Context: an optimization exercise on an open-source flow, tuned for small area, a short achievable clock period and few clock cycles per item. The choices shown serve that exercise and are no tape-out recipe.
At most, simulation tests tie the RTL to the original design; equivalence was not proved.
No activity file was given, so power comes from the tool's default toggle rates.

==> run a <==
==> flow/design.v (excerpt) <==
module alu_multicycle #(
  parameter int WORD_SIZE = 32
) (
  input  logic                 clk,
  input  logic                 reset,
  input  logic                 start,
  input  logic [3:0]           alu_ctr,
  input  logic [WORD_SIZE-1:0] R2,
  input  logic [WORD_SIZE-1:0] R3,
  output logic [WORD_SIZE-1:0] alu_out,
  output logic [WORD_SIZE-1:0] hi_out,
  output logic                 zero,
  output logic                 div_zero,
  output logic                 busy,
  output logic                 done
);
==> flow/config.mk <==
export PLATFORM = sky130hd
export DESIGN_NAME = alu_multicycle
export DESIGN_NICKNAME = alu_multicycle
export VERILOG_FILES = /design/flow/design.v
export SDC_FILE = /design/flow/constraint.sdc
export NUM_CORES = 4
export LEC_CHECK = 0
export CAP_MARGIN = 20
export CORE_MARGIN = 2
export CORE_UTILIZATION = 40
export SETUP_SLACK_MARGIN = 0.3
export SLEW_MARGIN = 20
==> flow/constraint.sdc <==
create_clock -name core_clock -period 5.5 [get_ports {clk}]
set_input_delay 1.1000 -clock core_clock [delete_from_list [all_inputs] [get_ports {clk}]]
set_output_delay 1.1000 -clock core_clock [all_outputs]
set_load 0.01 [all_outputs]
run.sh (not shown) runs the stock make flow with config.mk's settings and CLKGATE_MAP_FILE= SYNTH_SCRIPT=/design/flow/synth_recipe.tcl, a recipe that flattens the netlist after the stock synthesis.
==> run b (differences from run a) <==
--- a/flow/config.mk
+++ b/flow/config.mk
@@ -4,9 +4,10 @@
 export VERILOG_FILES = /design/flow/design.v
 export SDC_FILE = /design/flow/constraint.sdc
 export NUM_CORES = 4
 export LEC_CHECK = 0
 export CAP_MARGIN = 20
 export CORE_MARGIN = 2
-export CORE_UTILIZATION = 40
+export CORE_UTILIZATION = 50
+export GPL_TIMING_DRIVEN = 0
 export SETUP_SLACK_MARGIN = 0.3
 export SLEW_MARGIN = 20
==> run c (differences from run a) <==
--- a/flow/design.v
+++ b/flow/design.v
@@ -82,13 +82,13 @@
   endfunction
   logic [1:0]   state_q;
   logic [4:0]   cnt_q;
   logic [W-1:0] h_q, l_q;
   logic [W:0]   x_q;         
   logic [W-1:0] y_q;         
-  logic [4:0]   dig_q;       
+  logic [3:0]   dig_q;       
   logic         done_q, dz_q;
   logic [W:0]   sub_w;
   logic         ltu, lts;
   logic [W-1:0] single_res;
   logic [4:0]   shamt;
   logic         sh_left;
@@ -125,58 +125,49 @@
   logic [2:0]   mlz;              
   logic         mul_zero;
   logic [5:0]   dshift_w;
   logic         div_short;        
   logic [W-1:0] mplier;
   logic [2:0]   mtop;             
-  logic [4:0]   mdig;
-  logic [W:0]   mplier_x, y_x;
+  logic [3:0]   mdig;
   logic [W:0]   div_al;
   assign lz_a     = lzc32(R2);
   assign lz_b     = lzc32(R3);
   assign mul_swap = (lz_a[5:2] > lz_b[5:2]);
   assign mcand    = mul_swap ? R3 : R2;
   assign mlz      = mul_swap ? lz_a[4:2] : lz_b[4:2];
   assign mul_zero = lz_a[5] | lz_b[5];
   assign dshift_w  = lz_b - lz_a;
-  assign div_short = (lz_a > lz_b);
+  assign div_short = (lz_a >= lz_b);
   assign mplier   = mul_swap ? R2 : R3;
   assign mtop     = ~mlz;
-  assign mplier_x = {mplier, 1'b0};
-  assign mdig     = mplier_x[4*mtop +: 5];
+  assign mdig     = mplier[4*mtop +: 4];
   assign div_al   = {1'b0, R3} << (dshift_w[4:0] | 5'd1);
   logic [40:0]  mul_f;
-  logic [4:0]   mul_w;
-  logic         b1_neg, b1_one, b1_two, b0_neg, b0_one, b0_two;
-  logic [32:0]  b1_mag, b0_mag;
-  logic [39:0]  mul_r0, mul_r1, mul_r2, mul_s, mul_c;
-  logic [2:0]   mul_cy;
-  logic [W-6:0] mul_up, mul_up_inc, mul_up_dec;
-  logic [W-1:0] mul_h, mul_l;
-  assign mul_w  = dig_q;
-  assign y_x    = {y_q, 1'b0};
-  assign b1_neg = mul_w[4] & ~(mul_w[3] & mul_w[2]);
-  assign b1_one = mul_w[3] ^ mul_w[2];
-  assign b1_two = (mul_w[4] & ~mul_w[3] & ~mul_w[2]) | (~mul_w[4] & mul_w[3] & mul_w[2]);
-  assign b0_neg = mul_w[2] & ~(mul_w[1] & mul_w[0]);
-  assign b0_one = mul_w[1] ^ mul_w[0];
-  assign b0_two = (mul_w[2] & ~mul_w[1] & ~mul_w[0]) | (~mul_w[2] & mul_w[1] & mul_w[0]);
-  assign b1_mag = ({33{b1_one}} & {1'b0, x_q[W-1:0]}) | ({33{b1_two}} & {x_q[W-1:0], 1'b0});
-  assign b0_mag = ({33{b0_one}} & {1'b0, x_q[W-1:0]}) | ({33{b0_two}} & {x_q[W-1:0], 1'b0});
-  assign mul_r0 = {3'b000, h_q[0], l_q, 1'b0, b1_neg, 1'b0, b0_neg};
-  assign mul_r1 = {40{b0_neg}} ^ {7'b0, b0_mag};
-  assign mul_r2 = {{38{b1_neg}} ^ {5'b0, b1_mag}, 2'b00};
-  assign mul_s  = mul_r0 ^ mul_r1 ^ mul_r2;
-  assign mul_c  = {(mul_r0[38:0] & mul_r1[38:0]) | (mul_r0[38:0] & mul_r2[38:0]) | (mul_r1[38:0] & mul_r2[38:0]), 1'b0};
-  assign mul_f  = add40(mul_s, mul_c, 1'b0);
-  assign mul_cy     = mul_f[39:37];
-  assign mul_up     = h_q[W-5:1];
-  assign mul_up_inc = mul_up + 1'b1;
-  assign mul_up_dec = mul_up - 1'b1;
-  assign mul_h      = {mul_cy[2] ? mul_up_dec : mul_cy[0] ? mul_up_inc : mul_up, mul_f[36:32]};
-  assign mul_l      = mul_f[31:0];
+  logic [3:0]   mul_d;
+  logic [36:0]  mul_a0, mul_a1, mul_a2, mul_a3, mul_a4;
+  logic [36:0]  mul_s1, mul_c1, mul_s2, mul_c2, mul_s3, mul_c3;
+  logic [W+4:0] mul_lo;
+  logic [W-5:0] mul_hi_inc;
+  logic [W-1:0] mul_h;
+  assign mul_d  = dig_q;
+  assign mul_a0 = {1'b0, l_q, 4'b0000};
+  assign mul_a1 = {37{mul_d[0]}} & {5'b0, x_q[W-1:0]};
+  assign mul_a2 = {37{mul_d[1]}} & {4'b0, x_q[W-1:0], 1'b0};
+  assign mul_a3 = {37{mul_d[2]}} & {3'b0, x_q[W-1:0], 2'b0};
+  assign mul_a4 = {37{mul_d[3]}} & {2'b0, x_q[W-1:0], 3'b0};
+  assign mul_s1 = mul_a0 ^ mul_a1 ^ mul_a2;
+  assign mul_c1 = {(mul_a0[35:0] & mul_a1[35:0]) | (mul_a0[35:0] & mul_a2[35:0]) | (mul_a1[35:0] & mul_a2[35:0]), 1'b0};
+  assign mul_s2 = mul_a3 ^ mul_a4 ^ mul_s1;
+  assign mul_c2 = {(mul_a3[35:0] & mul_a4[35:0]) | (mul_a3[35:0] & mul_s1[35:0]) | (mul_a4[35:0] & mul_s1[35:0]), 1'b0};
+  assign mul_s3 = mul_c1 ^ mul_c2 ^ mul_s2;
+  assign mul_c3 = {(mul_c1[35:0] & mul_c2[35:0]) | (mul_c1[35:0] & mul_s2[35:0]) | (mul_c2[35:0] & mul_s2[35:0]), 1'b0};
+  assign mul_f      = add40({3'b000, mul_s3}, {3'b000, mul_c3}, 1'b0);
+  assign mul_lo     = mul_f[W+4:0];
+  assign mul_hi_inc = h_q[W-5:0] + 1'b1;
+  assign mul_h      = {mul_lo[W+4] ? mul_hi_inc : h_q[W-5:0], mul_lo[W+3:W]};
   logic [39:0] dv_a, dv_b, dv_c, dv_s, dv_cy;
   logic [40:0] div_f1, div_f2a, div_f2b;
   logic        div_q1, div_q2;
   logic [W-1:0] div_r2;
   assign dv_a    = {8'h00, h_q};
   assign dv_b    = {7'h7F, ~x_q};
@@ -227,14 +218,14 @@
     end
   end
   always_ff @(posedge clk) begin
     case (state_q)
       S_MUL: begin
         h_q   <= mul_h;
-        l_q   <= mul_l;
-        dig_q <= y_x[4*(cnt_q[2:0] - 3'd1) +: 5];
+        l_q   <= mul_lo[W-1:0];
+        dig_q <= y_q[4*(cnt_q[2:0] - 3'd1) +: 4];
         cnt_q <= cnt_q - 5'd1;
       end
       S_DIV: begin
         h_q   <= div_r2;
         l_q   <= {l_q[W-3:0], div_q1, div_q2};
         x_q   <= x_q >> 2;
@@ -242,24 +233,32 @@
       end
       default: begin
         dz_q <= 1'b0;
         case (alu_ctr)
           OP_MULU: begin
             h_q   <= '0;
-            l_q   <= mdig[4] ? mcand : '0;
+            l_q   <= '0;
             x_q   <= {1'b0, mcand};
             y_q   <= mplier;
             dig_q <= mdig;
             cnt_q <= {2'b00, mtop};
           end
           OP_DIVU: begin
             x_q   <= div_al;
             cnt_q <= {1'b0, dshift_w[4:1]};
-            h_q   <= R2;
-            l_q   <= {W{lz_b[5]}};
-            dz_q  <= lz_b[5];
+            if (lz_b[5]) begin
+              l_q  <= '1;
+              h_q  <= R2;
+              dz_q <= 1'b1;
+            end else if (div_short) begin
+              l_q <= {{(W-1){1'b0}}, ~ltu};
+              h_q <= ltu ? R2 : sub_w[W-1:0];
+            end else begin
+              l_q <= '0;
+              h_q <= R2;
+            end
           end
           default: begin
             l_q <= single_res;
             h_q <= '0;
           end
         endcase
--- a/flow/config.mk
+++ b/flow/config.mk
@@ -5,8 +5,8 @@
 export SDC_FILE = /design/flow/constraint.sdc
 export NUM_CORES = 4
 export LEC_CHECK = 0
 export CAP_MARGIN = 20
 export CORE_MARGIN = 2
 export CORE_UTILIZATION = 40
-export SETUP_SLACK_MARGIN = 0.3
+export GPL_TIMING_DRIVEN = 0
 export SLEW_MARGIN = 20
==> run d (differences from run a) <==
--- a/flow/config.mk
+++ b/flow/config.mk
@@ -5,8 +5,9 @@
 export SDC_FILE = /design/flow/constraint.sdc
 export NUM_CORES = 4
 export LEC_CHECK = 0
 export CAP_MARGIN = 20
 export CORE_MARGIN = 2
 export CORE_UTILIZATION = 40
+export GPL_TIMING_DRIVEN = 0
 export SETUP_SLACK_MARGIN = 0.3
 export SLEW_MARGIN = 20
==> comparison table <==
Destination of the critical timing path: run c h_q[19]; run b l_q[9]; run a l_q[29]; run d x_q[26]
Worst Reg-to-Reg Cells: run c 20; run b 14; run a 25; run d 14
Simple-gate area share of the yosys netlist: run c 17.3%; run b 16.2%; run a 16.2%; run d 16.2%
Portion of total power attributed to sequential cells: run c 16.5%; run b 14.6%; run a 14.2%; run d 14.7%
Area used by multi-input combinational logic: run c 21300 um^2; run b 21400 um^2; run a 20800 um^2; run d 21500 um^2
Seq. cell area: run c 3910 um^2; run b 3940 um^2; run a 3940 um^2; run d 3940 um^2
Die span in y: run c 260 um; run b 230 um; run a 256 um; run d 256 um
Worst relative slew slack: run c 17.0%; run b 20.2%; run a 23.9%; run d 23.2%
Cell internal power dissipation: run c 0.00477 W; run b 0.00523 W; run a 0.00557 W; run d 0.00522 W
Run status: run c finished with violations; run b timing/DRC/antenna clean; run a timing/DRC/antenna clean; run d timing/DRC/antenna clean
Violated checks: run c negative setup slack; run b -; run a -; run d -
Power consumed by combinational cells: run c 0.00680 W; run b 0.00805 W; run a 0.00830 W; run d 0.00813 W
Number of nets in the finished design: run c 3916; run b 3920; run a 4078; run d 3914
Total Negative Setup Slacks: run c -0.0585 ns; run b 0 ns; run a 0 ns; run d 0 ns
Total nets after synthesis: run c 3688; run b 3649; run a 3649; run d 3649
Overall power consumption: run c 0.00961 W; run b 0.0109 W; run a 0.0111 W; run d 0.0110 W
Detailed-placement wirelength estimate: run c 103000 um; run b 104000 um; run a 97900 um; run d 102000 um
PostCTS Resize Cnt: run c 213; run b 496; run a 26; run d 489
Fraction of cell area in non-clock buffers: run c 9.59%; run b 11.7%; run a 16.6%; run d 11.4%
Initial cell density of the core: run c 40.2%; run b 50.7%; run a 40.4%; run d 40.4%
Number of buffers added on ports: run c 136; run b 135; run a 138; run d 135
Detailed-routed wire length on met3: run c 13800 um; run b 19600 um; run a 14400 um; run d 14100 um
Launch point of the worst path: run c R2[1]; run b R2[3]; run a R2[19]; run d R3[17]
Testbench counts of run a, summed over its fixed seeds: cycles 6,700, ops 3,200.
Testbench counts of run b, summed over its fixed seeds: cycles 6,700, ops 3,200.
Testbench counts of run d, summed over its fixed seeds: cycles 6,700, ops 3,200.
No functional check of the RTL was part of run c.


==> v8: inputs <==
==> flow/design.v <==
module alu_multicycle #(
  parameter int WORD_SIZE = 32
) (
  input  logic                 clk,
  input  logic                 reset,
  input  logic                 start,
  input  logic [3:0]           alu_ctr,
  input  logic [WORD_SIZE-1:0] R2,
  input  logic [WORD_SIZE-1:0] R3,
  output logic [WORD_SIZE-1:0] alu_out,
  output logic [WORD_SIZE-1:0] hi_out,
  output logic                 zero,
  output logic                 div_zero,
  output logic                 busy,
  output logic                 done
);
  localparam int W = WORD_SIZE;
  localparam logic [3:0] OP_AND  = 4'b0000;
  localparam logic [3:0] OP_ADD  = 4'b0001;
  localparam logic [3:0] OP_SUB  = 4'b0010;
  localparam logic [3:0] OP_XOR  = 4'b0011;
  localparam logic [3:0] OP_NOR  = 4'b0100;
  localparam logic [3:0] OP_OR   = 4'b0101;
  localparam logic [3:0] OP_SLT  = 4'b0110;
  localparam logic [3:0] OP_SLTU = 4'b0111;
  localparam logic [3:0] OP_SLL  = 4'b1000;
  localparam logic [3:0] OP_SRL  = 4'b1001;
  localparam logic [3:0] OP_SRA  = 4'b1010;
  localparam logic [3:0] OP_MULU = 4'b1100;
  localparam logic [3:0] OP_DIVU = 4'b1101;
  localparam logic [1:0] S_IDLE = 2'd0;
  localparam logic [1:0] S_MUL  = 2'd1;
  localparam logic [1:0] S_DIV  = 2'd2;
  function automatic logic [5:0] lzc32(input logic [31:0] v);
    logic [15:0] v1; logic [15:0] p1;           
    logic [7:0]  v2; logic [15:0] p2;           
    logic [3:0]  v3; logic [11:0] p3;           
    logic [1:0]  v4; logic [7:0]  p4;           
    logic [4:0]  p5;
    for (int i = 0; i < 16; i++) begin
      v1[i] = v[2*i+1] | v[2*i];
      p1[i] = ~v[2*i+1];
    end
    for (int i = 0; i < 8; i++) begin
      v2[i] = v1[2*i+1] | v1[2*i];
      p2[2*i +: 2] = v1[2*i+1] ? {1'b0, p1[2*i+1]} : {1'b1, p1[2*i]};
    end
    for (int i = 0; i < 4; i++) begin
      v3[i] = v2[2*i+1] | v2[2*i];
      p3[3*i +: 3] = v2[2*i+1] ? {1'b0, p2[2*(2*i+1) +: 2]} : {1'b1, p2[2*(2*i) +: 2]};
    end
    for (int i = 0; i < 2; i++) begin
      v4[i] = v3[2*i+1] | v3[2*i];
      p4[4*i +: 4] = v3[2*i+1] ? {1'b0, p3[3*(2*i+1) +: 3]} : {1'b1, p3[3*(2*i) +: 3]};
    end
    p5 = v4[1] ? {1'b0, p4[7:4]} : {1'b1, p4[3:0]};
    lzc32 = (v4[1] | v4[0]) ? {1'b0, p5} : 6'd32;
  endfunction
  function automatic logic [40:0] add40(input logic [39:0] a, input logic [39:0] b, input logic cin);
    logic [39:0] g, p, gg, pp;
    logic [40:0] s;
    g  = a & b;
    p  = a ^ b;
    gg = g;
    pp = p;
    gg[0] = g[0] | (p[0] & cin);
    for (int l = 0; l < 6; l++) begin
      for (int i = 0; i < 40; i++) begin
        if (((i >> l) & 1) == 1) begin
          gg[i] = gg[i] | (pp[i] & gg[((i >> l) << l) - 1]);
          pp[i] = pp[i] & pp[((i >> l) << l) - 1];
        end
      end
    end
    s[0] = p[0] ^ cin;
    for (int i = 1; i < 40; i++) s[i] = p[i] ^ gg[i-1];
    s[40] = gg[39];
    add40 = s;
  endfunction
  function automatic logic [31:0] rev32(input logic [31:0] v);
    for (int i = 0; i < 32; i++) rev32[i] = v[31-i];
  endfunction
  logic [1:0]   state_q;
  logic [4:0]   cnt_q;
  logic [W-1:0] h_q, l_q;
  logic [W:0]   x_q;         
  logic [W-1:0] y_q;         
  logic [3:0]   dig_q;       
  logic         done_q, dz_q;
  logic [W:0]   sub_w;
  logic         ltu, lts;
  logic [W-1:0] single_res;
  logic [4:0]   shamt;
  logic         sh_left;
  logic [W-1:0] sh_in, sh_out, sh_res;
  logic        as_sub;
  logic [40:0] as_f;
  assign as_sub = (alu_ctr != OP_ADD);
  assign as_f   = add40({8'h00, R2}, {{8{as_sub}}, R3 ^ {W{as_sub}}}, as_sub);
  assign sub_w  = as_f[W:0];
  assign ltu   = sub_w[W];     
  assign lts   = (R2[W-1] ^ R3[W-1]) ? R2[W-1] : ltu;
  assign shamt = R3[4:0];
  assign sh_left = ~alu_ctr[0] & ~alu_ctr[1];
  assign sh_in   = sh_left ? rev32(R2) : R2;
  assign sh_out  = $unsigned($signed({alu_ctr[1] & R2[W-1], sh_in}) >>> shamt);
  assign sh_res  = sh_left ? rev32(sh_out) : sh_out;
  always_comb begin
    case (alu_ctr)
      OP_AND:  single_res = R2 & R3;
      OP_ADD:  single_res = as_f[W-1:0];
      OP_SUB:  single_res = sub_w[W-1:0];
      OP_XOR:  single_res = R2 ^ R3;
      OP_NOR:  single_res = ~(R2 | R3);
      OP_OR:   single_res = R2 | R3;
      OP_SLT:  single_res = {{(W-1){1'b0}}, lts};
      OP_SLTU: single_res = {{(W-1){1'b0}}, ltu};
      OP_SLL, OP_SRL, OP_SRA: single_res = sh_res;
      default: single_res = '0;
    endcase
  end
  logic [5:0]   lz_a, lz_b;
  logic         mul_swap;         
  logic [W-1:0] mcand;
  logic [2:0]   mlz;              
  logic         mul_zero;
  logic [5:0]   dshift_w;
  logic         div_short;        
  logic [W-1:0] mplier;
  logic [2:0]   mtop;             
  logic [3:0]   mdig;
  logic [W:0]   div_al;
  assign lz_a     = lzc32(R2);
  assign lz_b     = lzc32(R3);
  assign mul_swap = (lz_a[5:2] > lz_b[5:2]);
  assign mcand    = mul_swap ? R3 : R2;
  assign mlz      = mul_swap ? lz_a[4:2] : lz_b[4:2];
  assign mul_zero = lz_a[5] | lz_b[5];
  assign dshift_w  = lz_b - lz_a;
  assign div_short = (lz_a > lz_b);
  assign mplier   = mul_swap ? R2 : R3;
  assign mtop     = ~mlz;
  assign mdig     = mplier[4*mtop +: 4];
  assign div_al   = {1'b0, R3} << (dshift_w[4:0] | 5'd1);
  logic [40:0]  mul_f;
  logic [3:0]   mul_d;
  logic [36:0]  mul_a0, mul_a1, mul_a2, mul_a3, mul_a4;
  logic [36:0]  mul_s1, mul_c1, mul_s2, mul_c2, mul_s3, mul_c3;
  logic [W+4:0] mul_lo;
  logic [W-5:0] mul_hi_inc;
  logic [W-1:0] mul_h;
  assign mul_d  = dig_q;
  assign mul_a0 = {1'b0, l_q, 4'b0000};
  assign mul_a1 = {37{mul_d[0]}} & {5'b0, x_q[W-1:0]};
  assign mul_a2 = {37{mul_d[1]}} & {4'b0, x_q[W-1:0], 1'b0};
  assign mul_a3 = {37{mul_d[2]}} & {3'b0, x_q[W-1:0], 2'b0};
  assign mul_a4 = {37{mul_d[3]}} & {2'b0, x_q[W-1:0], 3'b0};
  assign mul_s1 = mul_a0 ^ mul_a1 ^ mul_a2;
  assign mul_c1 = {(mul_a0[35:0] & mul_a1[35:0]) | (mul_a0[35:0] & mul_a2[35:0]) | (mul_a1[35:0] & mul_a2[35:0]), 1'b0};
  assign mul_s2 = mul_a3 ^ mul_a4 ^ mul_s1;
  assign mul_c2 = {(mul_a3[35:0] & mul_a4[35:0]) | (mul_a3[35:0] & mul_s1[35:0]) | (mul_a4[35:0] & mul_s1[35:0]), 1'b0};
  assign mul_s3 = mul_c1 ^ mul_c2 ^ mul_s2;
  assign mul_c3 = {(mul_c1[35:0] & mul_c2[35:0]) | (mul_c1[35:0] & mul_s2[35:0]) | (mul_c2[35:0] & mul_s2[35:0]), 1'b0};
  assign mul_f      = add40({3'b000, mul_s3}, {3'b000, mul_c3}, 1'b0);
  assign mul_lo     = mul_f[W+4:0];
  assign mul_hi_inc = h_q[W-5:0] + 1'b1;
  assign mul_h      = {mul_lo[W+4] ? mul_hi_inc : h_q[W-5:0], mul_lo[W+3:W]};
  logic [39:0] dv_a, dv_b, dv_c, dv_s, dv_cy;
  logic [40:0] div_f1, div_f2a, div_f2b;
  logic        div_q1, div_q2;
  logic [W-1:0] div_r2;
  assign dv_a    = {8'h00, h_q};
  assign dv_b    = {7'h7F, ~x_q};
  assign dv_c    = {8'hFF, ~x_q[W:1]};
  assign dv_s    = dv_a ^ dv_b ^ dv_c;
  assign dv_cy   = {(dv_a[38:0] & dv_b[38:0]) | (dv_a[38:0] & dv_c[38:0]) | (dv_b[38:0] & dv_c[38:0]), 1'b1};
  assign div_f1  = add40(dv_a, dv_b, 1'b1);
  assign div_f2a = add40(dv_a, dv_c, 1'b1);
  assign div_f2b = add40(dv_s, dv_cy, 1'b1);
  assign div_q1  = ~div_f1[39];
  assign div_q2  = div_q1 ? ~div_f2b[39] : ~div_f2a[39];
  always_comb begin
    case ({div_q1, div_q2})
      2'b00:   div_r2 = h_q;
      2'b01:   div_r2 = div_f2a[W-1:0];
      2'b10:   div_r2 = div_f1[W-1:0];
      default: div_r2 = div_f2b[W-1:0];
    endcase
  end
  logic last;
  assign last = (cnt_q == 5'd0);
  always_ff @(posedge clk) begin
    if (reset) begin
      state_q <= S_IDLE;
      done_q  <= 1'b0;
    end else begin
      done_q <= 1'b0;
      case (state_q)
        S_IDLE: if (start) begin
          case (alu_ctr)
            OP_MULU: begin
              if (!mul_zero) state_q <= S_MUL;
              else done_q <= 1'b1;
            end
            OP_DIVU: begin
              if (!(lz_b[5] | div_short)) state_q <= S_DIV;
              else done_q <= 1'b1;
            end
            default: done_q <= 1'b1;
          endcase
        end
        S_MUL, S_DIV: if (last) begin
          state_q <= S_IDLE;
          done_q  <= 1'b1;
        end
        default: state_q <= S_IDLE;
      endcase
    end
  end
  always_ff @(posedge clk) begin
    case (state_q)
      S_MUL: begin
        h_q   <= mul_h;
        l_q   <= mul_lo[W-1:0];
        dig_q <= y_q[4*(cnt_q[2:0] - 3'd1) +: 4];
        cnt_q <= cnt_q - 5'd1;
      end
      S_DIV: begin
        h_q   <= div_r2;
        l_q   <= {l_q[W-3:0], div_q1, div_q2};
        x_q   <= x_q >> 2;
        cnt_q <= cnt_q - 5'd1;
      end
      default: begin
        dz_q <= 1'b0;
        case (alu_ctr)
          OP_MULU: begin
            h_q   <= '0;
            l_q   <= '0;
            x_q   <= {1'b0, mcand};
            y_q   <= mplier;
            dig_q <= mdig;
            cnt_q <= {2'b00, mtop};
          end
          OP_DIVU: begin
            x_q   <= div_al;
            cnt_q <= {1'b0, dshift_w[4:1]};
            h_q   <= R2;
            l_q   <= {W{lz_b[5]}};
            dz_q  <= lz_b[5];
          end
          default: begin
            l_q <= single_res;
            h_q <= '0;
          end
        endcase
      end
    endcase
  end
  assign alu_out  = l_q;
  assign hi_out   = h_q;
  assign zero     = (l_q == '0);
  assign div_zero = dz_q;
  assign done     = done_q;
  assign busy     = (state_q != S_IDLE);
endmodule
==> flow/run.sh <==
#!/bin/bash
# synth_recipe.tcl (not shown) runs the flow's synth.tcl, then flattens the netlist and writes it again
# the make line also repeats each setting of config.mk as NAME=value (left out here)
make -C /OpenROAD-flow-scripts/flow DESIGN_CONFIG=/design/flow/config.mk WORK_HOME=/design/flow/orfs CLKGATE_MAP_FILE= SYNTH_SCRIPT=/design/flow/synth_recipe.tcl finish
==> flow/config.mk <==
export PLATFORM = sky130hd
export DESIGN_NAME = alu_multicycle
export DESIGN_NICKNAME = alu_multicycle
export VERILOG_FILES = /design/flow/design.v
export SDC_FILE = /design/flow/constraint.sdc
export NUM_CORES = 4
export LEC_CHECK = 0
export CAP_MARGIN = 20
export CORE_MARGIN = 2
export CORE_UTILIZATION = 40
export SETUP_SLACK_MARGIN = 0.8
export SLEW_MARGIN = 20
==> flow/constraint.sdc <==
create_clock -name core_clock -period 5.5 [get_ports {clk}]
set_input_delay 1.1000 -clock core_clock [delete_from_list [all_inputs] [get_ports {clk}]]
set_output_delay 1.1000 -clock core_clock [all_outputs]
set_load 0.01 [all_outputs]
==> v1 (differences from v8) <==
==> flow/design.v, changed modules only <==
module alu_multicycle #(
  parameter int WORD_SIZE = 32
) (
  input  logic                 clk,
  input  logic                 reset,
  input  logic                 start,
  input  logic [3:0]           alu_ctr,
  input  logic [WORD_SIZE-1:0] R2,
  input  logic [WORD_SIZE-1:0] R3,
  output logic [WORD_SIZE-1:0] alu_out,
  output logic [WORD_SIZE-1:0] hi_out,
  output logic                 zero,
  output logic                 div_zero,
  output logic                 busy,
  output logic                 done
);
  localparam int W = WORD_SIZE;
  localparam logic [3:0] OP_AND  = 4'b0000;
  localparam logic [3:0] OP_ADD  = 4'b0001;
  localparam logic [3:0] OP_SUB  = 4'b0010;
  localparam logic [3:0] OP_XOR  = 4'b0011;
  localparam logic [3:0] OP_NOR  = 4'b0100;
  localparam logic [3:0] OP_OR   = 4'b0101;
  localparam logic [3:0] OP_SLT  = 4'b0110;
  localparam logic [3:0] OP_SLTU = 4'b0111;
  localparam logic [3:0] OP_SLL  = 4'b1000;
  localparam logic [3:0] OP_SRL  = 4'b1001;
  localparam logic [3:0] OP_SRA  = 4'b1010;
  localparam logic [3:0] OP_MULU = 4'b1100;
  localparam logic [3:0] OP_DIVU = 4'b1101;
  localparam logic [1:0] S_IDLE = 2'd0;
  localparam logic [1:0] S_MUL  = 2'd1;
  localparam logic [1:0] S_DIV  = 2'd2;
  function automatic logic [5:0] lzc32(input logic [31:0] v);
    logic [15:0] v1; logic [15:0] p1;           
    logic [7:0]  v2; logic [15:0] p2;           
    logic [3:0]  v3; logic [11:0] p3;           
    logic [1:0]  v4; logic [7:0]  p4;           
    logic [4:0]  p5;
    for (int i = 0; i < 16; i++) begin
      v1[i] = v[2*i+1] | v[2*i];
      p1[i] = ~v[2*i+1];
    end
    for (int i = 0; i < 8; i++) begin
      v2[i] = v1[2*i+1] | v1[2*i];
      p2[2*i +: 2] = v1[2*i+1] ? {1'b0, p1[2*i+1]} : {1'b1, p1[2*i]};
    end
    for (int i = 0; i < 4; i++) begin
      v3[i] = v2[2*i+1] | v2[2*i];
      p3[3*i +: 3] = v2[2*i+1] ? {1'b0, p2[2*(2*i+1) +: 2]} : {1'b1, p2[2*(2*i) +: 2]};
    end
    for (int i = 0; i < 2; i++) begin
      v4[i] = v3[2*i+1] | v3[2*i];
      p4[4*i +: 4] = v3[2*i+1] ? {1'b0, p3[3*(2*i+1) +: 3]} : {1'b1, p3[3*(2*i) +: 3]};
    end
    p5 = v4[1] ? {1'b0, p4[7:4]} : {1'b1, p4[3:0]};
    lzc32 = (v4[1] | v4[0]) ? {1'b0, p5} : 6'd32;
  endfunction
  function automatic logic [40:0] add40(input logic [39:0] a, input logic [39:0] b, input logic cin);
    logic [39:0] g, p, gg, pp;
    logic [40:0] s;
    g  = a & b;
    p  = a ^ b;
    gg = g;
    pp = p;
    gg[0] = g[0] | (p[0] & cin);
    for (int l = 0; l < 6; l++) begin
      for (int i = 0; i < 40; i++) begin
        if (((i >> l) & 1) == 1) begin
          gg[i] = gg[i] | (pp[i] & gg[((i >> l) << l) - 1]);
          pp[i] = pp[i] & pp[((i >> l) << l) - 1];
        end
      end
    end
    s[0] = p[0] ^ cin;
    for (int i = 1; i < 40; i++) s[i] = p[i] ^ gg[i-1];
    s[40] = gg[39];
    add40 = s;
  endfunction
  function automatic logic [31:0] rev32(input logic [31:0] v);
    for (int i = 0; i < 32; i++) rev32[i] = v[31-i];
  endfunction
  logic [1:0]   state_q;
  logic [4:0]   cnt_q;
  logic [W-1:0] h_q, l_q;
  logic [W:0]   x_q;         
  logic [W-1:0] y_q;         
  logic [4:0]   dig_q;       
  logic         done_q, dz_q;
  logic [W:0]   sub_w;
  logic         ltu, lts;
  logic [W-1:0] single_res;
  logic [4:0]   shamt;
  logic         sh_left;
  logic [W-1:0] sh_in, sh_out, sh_res;
  logic        as_sub;
  logic [40:0] as_f;
  assign as_sub = (alu_ctr != OP_ADD);
  assign as_f   = add40({8'h00, R2}, {{8{as_sub}}, R3 ^ {W{as_sub}}}, as_sub);
  assign sub_w  = as_f[W:0];
  assign ltu   = sub_w[W];     
  assign lts   = (R2[W-1] ^ R3[W-1]) ? R2[W-1] : ltu;
  assign shamt = R3[4:0];
  assign sh_left = ~alu_ctr[0] & ~alu_ctr[1];
  assign sh_in   = sh_left ? rev32(R2) : R2;
  assign sh_out  = $unsigned($signed({alu_ctr[1] & R2[W-1], sh_in}) >>> shamt);
  assign sh_res  = sh_left ? rev32(sh_out) : sh_out;
  always_comb begin
    case (alu_ctr)
      OP_AND:  single_res = R2 & R3;
      OP_ADD:  single_res = as_f[W-1:0];
      OP_SUB:  single_res = sub_w[W-1:0];
      OP_XOR:  single_res = R2 ^ R3;
      OP_NOR:  single_res = ~(R2 | R3);
      OP_OR:   single_res = R2 | R3;
      OP_SLT:  single_res = {{(W-1){1'b0}}, lts};
      OP_SLTU: single_res = {{(W-1){1'b0}}, ltu};
      OP_SLL, OP_SRL, OP_SRA: single_res = sh_res;
      default: single_res = '0;
    endcase
  end
  logic [5:0]   lz_a, lz_b;
  logic         mul_swap;         
  logic [W-1:0] mcand;
  logic [2:0]   mlz;              
  logic         mul_zero;
  logic [5:0]   dshift_w;
  logic         div_short;        
  logic [W-1:0] mplier;
  logic [2:0]   mtop;             
  logic [4:0]   mdig;
  logic [W:0]   mplier_x, y_x;
  logic [W:0]   div_al;
  assign lz_a     = lzc32(R2);
  assign lz_b     = lzc32(R3);
  assign mul_swap = (lz_a[5:2] > lz_b[5:2]);
  assign mcand    = mul_swap ? R3 : R2;
  assign mlz      = mul_swap ? lz_a[4:2] : lz_b[4:2];
  assign mul_zero = lz_a[5] | lz_b[5];
  assign dshift_w  = lz_b - lz_a;
  assign div_short = (lz_a > lz_b);
  assign mplier   = mul_swap ? R2 : R3;
  assign mtop     = ~mlz;
  assign mplier_x = {mplier, 1'b0};
  assign mdig     = mplier_x[4*mtop +: 5];
  assign div_al   = {1'b0, R3} << (dshift_w[4:0] | 5'd1);
  logic [40:0]  mul_f;
  logic [4:0]   mul_w;
  logic         b1_neg, b1_one, b1_two, b0_neg, b0_one, b0_two;
  logic [32:0]  b1_mag, b0_mag;
  logic [39:0]  mul_r0, mul_r1, mul_r2, mul_s, mul_c;
  logic [2:0]   mul_cy;
  logic [W-6:0] mul_up, mul_up_inc, mul_up_dec;
  logic [W-1:0] mul_h, mul_l;
  assign mul_w  = dig_q;
  assign y_x    = {y_q, 1'b0};
  assign b1_neg = mul_w[4] & ~(mul_w[3] & mul_w[2]);
  assign b1_one = mul_w[3] ^ mul_w[2];
  assign b1_two = (mul_w[4] & ~mul_w[3] & ~mul_w[2]) | (~mul_w[4] & mul_w[3] & mul_w[2]);
  assign b0_neg = mul_w[2] & ~(mul_w[1] & mul_w[0]);
  assign b0_one = mul_w[1] ^ mul_w[0];
  assign b0_two = (mul_w[2] & ~mul_w[1] & ~mul_w[0]) | (~mul_w[2] & mul_w[1] & mul_w[0]);
  assign b1_mag = ({33{b1_one}} & {1'b0, x_q[W-1:0]}) | ({33{b1_two}} & {x_q[W-1:0], 1'b0});
  assign b0_mag = ({33{b0_one}} & {1'b0, x_q[W-1:0]}) | ({33{b0_two}} & {x_q[W-1:0], 1'b0});
  assign mul_r0 = {3'b000, h_q[0], l_q, 1'b0, b1_neg, 1'b0, b0_neg};
  assign mul_r1 = {40{b0_neg}} ^ {7'b0, b0_mag};
  assign mul_r2 = {{38{b1_neg}} ^ {5'b0, b1_mag}, 2'b00};
  assign mul_s  = mul_r0 ^ mul_r1 ^ mul_r2;
  assign mul_c  = {(mul_r0[38:0] & mul_r1[38:0]) | (mul_r0[38:0] & mul_r2[38:0]) | (mul_r1[38:0] & mul_r2[38:0]), 1'b0};
  assign mul_f  = add40(mul_s, mul_c, 1'b0);
  assign mul_cy     = mul_f[39:37];
  assign mul_up     = h_q[W-5:1];
  assign mul_up_inc = mul_up + 1'b1;
  assign mul_up_dec = mul_up - 1'b1;
  assign mul_h      = {mul_cy[2] ? mul_up_dec : mul_cy[0] ? mul_up_inc : mul_up, mul_f[36:32]};
  assign mul_l      = mul_f[31:0];
  logic [39:0] dv_a, dv_b, dv_c, dv_s, dv_cy;
  logic [40:0] div_f1, div_f2a, div_f2b;
  logic        div_q1, div_q2;
  logic [W-1:0] div_r2;
  assign dv_a    = {8'h00, h_q};
  assign dv_b    = {7'h7F, ~x_q};
  assign dv_c    = {8'hFF, ~x_q[W:1]};
  assign dv_s    = dv_a ^ dv_b ^ dv_c;
  assign dv_cy   = {(dv_a[38:0] & dv_b[38:0]) | (dv_a[38:0] & dv_c[38:0]) | (dv_b[38:0] & dv_c[38:0]), 1'b1};
  assign div_f1  = add40(dv_a, dv_b, 1'b1);
  assign div_f2a = add40(dv_a, dv_c, 1'b1);
  assign div_f2b = add40(dv_s, dv_cy, 1'b1);
  assign div_q1  = ~div_f1[39];
  assign div_q2  = div_q1 ? ~div_f2b[39] : ~div_f2a[39];
  always_comb begin
    case ({div_q1, div_q2})
      2'b00:   div_r2 = h_q;
      2'b01:   div_r2 = div_f2a[W-1:0];
      2'b10:   div_r2 = div_f1[W-1:0];
      default: div_r2 = div_f2b[W-1:0];
    endcase
  end
  logic last;
  assign last = (cnt_q == 5'd0);
  always_ff @(posedge clk) begin
    if (reset) begin
      state_q <= S_IDLE;
      done_q  <= 1'b0;
    end else begin
      done_q <= 1'b0;
      case (state_q)
        S_IDLE: if (start) begin
          case (alu_ctr)
            OP_MULU: begin
              if (!mul_zero) state_q <= S_MUL;
              else done_q <= 1'b1;
            end
            OP_DIVU: begin
              if (!(lz_b[5] | div_short)) state_q <= S_DIV;
              else done_q <= 1'b1;
            end
            default: done_q <= 1'b1;
          endcase
        end
        S_MUL, S_DIV: if (last) begin
          state_q <= S_IDLE;
          done_q  <= 1'b1;
        end
        default: state_q <= S_IDLE;
      endcase
    end
  end
  always_ff @(posedge clk) begin
    case (state_q)
      S_MUL: begin
        h_q   <= mul_h;
        l_q   <= mul_l;
        dig_q <= y_x[4*(cnt_q[2:0] - 3'd1) +: 5];
        cnt_q <= cnt_q - 5'd1;
      end
      S_DIV: begin
        h_q   <= div_r2;
        l_q   <= {l_q[W-3:0], div_q1, div_q2};
        x_q   <= x_q >> 2;
        cnt_q <= cnt_q - 5'd1;
      end
      default: begin
        dz_q <= 1'b0;
        case (alu_ctr)
          OP_MULU: begin
            h_q   <= '0;
            l_q   <= mdig[4] ? mcand : '0;
            x_q   <= {1'b0, mcand};
            y_q   <= mplier;
            dig_q <= mdig;
            cnt_q <= {2'b00, mtop};
          end
          OP_DIVU: begin
            x_q   <= div_al;
            cnt_q <= {1'b0, dshift_w[4:1]};
            h_q   <= R2;
            l_q   <= {W{lz_b[5]}};
            dz_q  <= lz_b[5];
          end
          default: begin
            l_q <= single_res;
            h_q <= '0;
          end
        endcase
      end
    endcase
  end
  assign alu_out  = l_q;
  assign hi_out   = h_q;
  assign zero     = (l_q == '0);
  assign div_zero = dz_q;
  assign done     = done_q;
  assign busy     = (state_q != S_IDLE);
endmodule
--- a/flow/config.mk
+++ b/flow/config.mk
@@ -10,3 +10,5 @@
 export CORE_UTILIZATION = 40
-export SETUP_SLACK_MARGIN = 0.8
+export CTS_BUF_LIST = sky130_fd_sc_hd__clkbuf_4 sky130_fd_sc_hd__clkbuf_8
+export GPL_TIMING_DRIVEN = 0
+export SETUP_SLACK_MARGIN = 0.3
 export SLEW_MARGIN = 20
==> v15 (differences from v8) <==
--- a/flow/config.mk
+++ b/flow/config.mk
@@ -10,3 +10,3 @@
 export CORE_UTILIZATION = 40
-export SETUP_SLACK_MARGIN = 0.8
+export SETUP_SLACK_MARGIN = 0.3
 export SLEW_MARGIN = 20
==> results.tsv <==
stage	metric	value	unit
status	status	timing/DRC/antenna clean	
placed_design	I/O Buffers	138	
routing	wire per inst	28.5	µm
logic_synthesis	most common cell in the netlist	inv_1	
final_layout	fin nets	3922	
power_and_ir_drop	clock network power share	12.4	%
critical_path	Slowest-stage cell, CP	fa_1	
floorplan	Initial Util	40.4	%
final_layout	Final Non-Filler Cells	4319	
final_layout	Seq/total area	11.9	%
global_routing	met2 Track Usage GR	57.0	%
critical_path	Crit path max-delay family	adder cells	
power_and_ir_drop	Clock Power	0.00122	W
routing	M1 WL	48500	µm
clocking	clock latency (worst-skew pair)	0.49	ns
routing	Vias	26800	
placed_design	gp weighted congestion	1.01	
logic_synthesis	Mapped Cells	3046	
the above is filed under v8

==> results.tsv <==
stage	metric	value	unit
routing	Vias	27200	
final_layout	Final Non-Filler Cells	4379	
routing	wire per inst	28.8	µm
status	status	timing/DRC/antenna clean	
routing	M1 WL	51300	µm
critical_path	Slowest-stage cell, CP	fa_1	
floorplan	Initial Util	40.4	%
clocking	clock latency (worst-skew pair)	0.50	ns
placed_design	I/O Buffers	138	
placed_design	gp weighted congestion	1.03	
global_routing	met2 Track Usage GR	56.4	%
the above is filed under v15

==> results.tsv <==
stage	metric	value	unit
power_and_ir_drop	clock network power share	8.7	%
logic_synthesis	Synth cell types	89	
logic_synthesis	post-synthesis register bit count	143	
routing	M1 WL	50900	µm
critical_path	Slowest-stage cell, CP	or4_4	
power_and_ir_drop	Clock Power	0.000920	W
placed_design	gp weighted congestion	1.04	
routing	Vias	28200	
final_layout	Final Non-Filler Cells	4353	
logic_synthesis	Mapped Cells	3239	
global_routing	met2 Track Usage GR	56.7	%
placed_design	I/O Buffers	135	
final_layout	Seq/total area	12.6	%
final_layout	Signal buffers	443	
status	status	timing/DRC/antenna clean	
final_layout	fin nets	3904	
critical_path	Crit path max-delay family	compound AO/OA/AOI/OAI gates	
floorplan	Initial Util	40.4	%
logic_synthesis	most common cell in the netlist	a21oi_1	
the above is filed under v1

Testbench counts of v8, summed over its fixed seeds: cycles 6,700, ops 3,200.
Testbench counts of v1, summed over its fixed seeds: cycles 6,700, ops 3,200.
Testbench counts of v15, summed over its fixed seeds: cycles 6,700, ops 3,200.

[separate check: timing with driven ports]
The flow's constraints put no driver on any port. The routed layouts listed below were extracted and timed again, unchanged, in two steps. Step 1: set_driving_cell puts a clkbuf_16 on clk and a buf_2 on each other input, an assumption about the parent block. Step 2 moves the port delays by t, midway between the first and last clock arrival at a register: inputs arrive t later, outputs are due t later. That takes back most of the time a late clock gives input paths. a / b / c = ideal ports / drivers / drivers and shift; a / b = the first two.
run	shift t [ns]	setup WS [ns]	worst register clock-pin slew, ns
run a	0.539	0.300 / 0.333 / -0.206	0.08 / 0.08
run b	0.523	0.140 / 0.186 / -0.337	0.08 / 0.08
run c	0.504	-0.021 / -0.007 / -0.511	0.08 / 0.08
run d	0.556	0.249 / 0.297 / -0.260	0.07 / 0.07
v8	0.552	0.238 / 0.238 / 0.238	0.08 / 0.08
v1	0.605	0.243 / 0.283 / -0.322	0.11 / 0.11
v15	0.551	0.273 / 0.273 / -0.220	0.07 / 0.07
With both steps, setup timing fails in 5 of these runs, where it was met with ideal ports. For v1, which loses most, drivers alone change the setup slack by +0.040 ns; drivers and shift together by -0.565 ns.
